Background: an optimization exercise with open tools, aiming at small area, a short achievable clock period and few clock cycles per item. Do not read the settings as production practice.
RTL that was checked went through simulation tests only; none was proved equivalent to the original.

==> inputs of build 17 <==
// ascon_inv_permutation
module ascon_inv_permutation
(
  input  logic         clk,
  input  logic         rst,
  input  logic         in_valid,
  output logic         in_ready,
  input  logic [319:0] in_state,
  input  logic [3:0]   in_rounds,
  output logic         out_valid,
  input  logic         out_ready,
  output logic [319:0] out_state,
  output logic         busy
);
==> module ascon_inv_permutation, before the edit <==
module ascon_inv_permutation
(
  input  logic         clk,
  input  logic         rst,
  input  logic         in_valid,
  output logic         in_ready,
  input  logic [319:0] in_state,
  input  logic [3:0]   in_rounds,
  output logic         out_valid,
  input  logic         out_ready,
  output logic [319:0] out_state,
  output logic         busy
);
  logic [319:0] r_a, r_b;
  logic [319:0] w_lin, w_sbox;
  logic         r_va, r_da;
  logic [3:0]   r_ra, r_ia;
  logic         r_vb;
  logic [3:0]   r_rb, r_ib;
  logic         r_rb_is1, r_rb_le7, r_rb_le9;
  logic         r_ready, r_ov, r_busy;
  logic         w_is6, w_is8, w_is12;
  logic [3:0]   w_a;
  logic         w_stall, w_acc;
  logic         n_va, n_da, n_vb, n_ready;
  assign w_stall = r_ov & ~out_ready;
  assign w_acc   = in_valid & r_ready;
  assign w_is6  = (in_rounds == 4'd6);
  assign w_is8  = (in_rounds == 4'd8);
  assign w_is12 = ~w_is6 & ~w_is8;
  assign w_a    = w_is6 ? 4'd6 : (w_is8 ? 4'd8 : 4'd12);
  ascon_inv_lin u_lin (
    .i_state (r_a),
    .o_state (w_lin)
  );
  ascon_inv_sbox u_sbox (
    .i_state (r_b),
    .i_rc    (ascon_pkg::rc_tab(r_ib)),
    .o_state (w_sbox)
  );
  always_ff @(posedge clk) begin
    if (!w_stall) begin
      r_b <= w_lin;
      r_a <= r_vb ? w_sbox : in_state;
    end
  end
  assign n_vb = r_va & ~r_da;
  assign n_va = r_vb | w_acc;
  assign n_da = r_vb & r_rb_is1;
  always_comb begin
    if (r_vb)
      n_ready = ~n_vb & ~r_rb_is1 &
                (r_rb_le7 | (in_valid & w_is8 & r_rb_le9) | (in_valid & w_is12));
    else
      n_ready = ~n_vb & (~w_acc | w_is6);
  end
  always_ff @(posedge clk or posedge rst) begin
    if (rst) begin
      r_va     <= 1'b0;
      r_da     <= 1'b0;
      r_ra     <= 4'd0;
      r_ia     <= 4'd0;
      r_vb     <= 1'b0;
      r_rb     <= 4'd0;
      r_ib     <= 4'd0;
      r_rb_is1 <= 1'b0;
      r_rb_le7 <= 1'b0;
      r_rb_le9 <= 1'b0;
      r_ready  <= 1'b0;
      r_ov     <= 1'b0;
      r_busy   <= 1'b0;
    end else if (!w_stall) begin
      r_va     <= n_va;
      r_da     <= n_da;
      r_vb     <= n_vb;
      r_rb     <= r_ra;
      r_ib     <= r_ia;
      r_rb_is1 <= (r_ra == 4'd1);
      r_rb_le7 <= (r_ra <= 4'd7);
      r_rb_le9 <= (r_ra <= 4'd9);
      if (r_vb) begin
        r_ra <= r_rb - 4'd1;
        r_ia <= r_ib - 4'd1;
      end else begin
        r_ra <= w_a;
        r_ia <= 4'd11;
      end
      r_ready  <= n_ready;
      r_ov     <= n_da;
      r_busy   <= n_va | n_vb;
    end
  end
  assign in_ready  = r_ready;
  assign out_valid = r_ov;
  assign busy      = r_busy;
  assign out_state = r_a;
endmodule
clock: 7.0 ns
lec_check: 0
cap_margin: 20
core_margin: 2
core_utilization: 40
setup_slack_margin: 3.5
slew_margin: 20
run.sh (not shown) runs the stock make flow with config.mk's settings and CLKGATE_MAP_FILE= SYNTH_SCRIPT=/design/flow/synth_recipe.tcl, a recipe that flattens the netlist after the stock synthesis.
==> inputs of build 13, as changes to build 17 <==
--- a/flow/design.v
+++ b/flow/design.v
@@ -127,7 +127,7 @@
   logic         w_stall, w_acc;
   logic         n_va, n_da, n_vb, n_ready;
   assign w_stall = r_ov & ~out_ready;
-  assign w_acc   = in_valid & r_ready;
+  assign w_acc   = in_valid & in_ready;
   assign w_is6  = (in_rounds == 4'd6);
   assign w_is8  = (in_rounds == 4'd8);
   assign w_is12 = ~w_is6 & ~w_is8;
@@ -193,7 +193,7 @@
       r_busy   <= n_va | n_vb;
     end
   end
-  assign in_ready  = r_ready;
+  assign in_ready  = r_ready | (r_ov & ~r_vb & out_ready);
   assign out_valid = r_ov;
   assign busy      = r_busy;
   assign out_state = r_a;
==> flow/flow/run.sh (new file) <==
#!/bin/bash
# The standard ORFS layout (the standard.sh, all steps, standard synthesis),
# with one change: the buffers that buffer_ports puts on every input and output
# port are buf_1 cells instead of the default delay-buffer cell.
set -euo pipefail
export BUFFER_PORTS_ARGS="-buffer_cell sky130_fd_sc_hd__buf_1"
bash standard.sh finish > standard_flow.log 2>&1
==> flow/standard.sh (new file) <==
#!/bin/bash
# synth_recipe.tcl (not shown) runs the flow's synth.tcl, then flattens the netlist and writes it again
# the make line also repeats each setting of config.mk as NAME=value (left out here)
make -C /OpenROAD-flow-scripts/flow DESIGN_CONFIG=/design/flow/config.mk WORK_HOME=/design/flow/orfs CLKGATE_MAP_FILE= SYNTH_SCRIPT=/design/flow/synth_recipe.tcl "${@:-finish}"
Settings changed: CTS_BUF_LIST set to sky130_fd_sc_hd__clkbuf_8, PLACE_DENSITY set to 0.5, SETUP_SLACK_MARGIN 3.5 to 3.8.
removed: flow/run.sh
==> comparison table <==
Fraction of area in registers: build 17 24.6%; build 13 24.0%
Post-synth design cell area: build 17 0.0662 mm²; build 13 0.0657 mm²
# rows: build 17 149; build 13 148
Adder-Cell Fraction of Synth Area: build 17 2.46%; build 13 2.48%
Run status: build 17 timing/DRC/antenna clean; build 13 timing/DRC/antenna clean
Router iterations before antenna repair: build 17 8; build 13 5
Via count: build 17 45,000; build 13 46,600
Library cells used by synthesis: build 17 42; build 13 40
Number of tap cells inserted: build 17 2,189; build 13 2,175
# diodes: build 17 16; build 13 14
Max-slew headroom at the worst pin: build 17 13.2%; build 13 14.0%
Final Wtd Congestion: build 17 1.02; build 13 1.02
Req. time, crit path: build 17 7.41 ns; build 13 7.67 ns
Delay of the slowest cell on the worst path: build 17 0.71 ns; build 13 1.02 ns
Average vias per placed instance: build 17 5.38; build 13 5.32
Testbench counts of build 13, summed over its fixed seeds: cycles 10,530, items 960.
For build 17, only the layout was checked, not whether the RTL still works.

## afterwards: timing with drivers on the ports
The flow's constraints put no driver on any port. The routed layouts listed below were extracted and timed again, unchanged, in two steps. Step 1 sets driving cells, clkbuf_16 on the clock port and buf_2 on the other inputs (assumed; they add their load-dependent delay and slew). Step 2 times the ports against the registers' clock, not the clock port: input delays grow and output delays shrink by t, the midpoint of the rising clock arrivals with the driver on. a / b / c = ideal ports / drivers / drivers and shift; a / b = the first two.
| run | t, ns | setup WS [ns] | worst setup path after step 2 | latest minus earliest clock arrival (ns) | worst data-port slew with drivers (ns) |
|---|---|---|---|---|---|
| build 17 | 0.803 | 3.447 / 3.405 / 2.919 | input to register | 0.053 / 0.053 | 0.15 |
| build 13 | 0.982 | 3.674 / 3.674 / 3.195 | input to register | 0.070 / 0.071 | 0.12 |
After both steps every run listed still meets setup and hold. For build 17, which loses most, drivers alone change the setup slack by -0.042 ns; drivers and shift together by -0.528 ns.
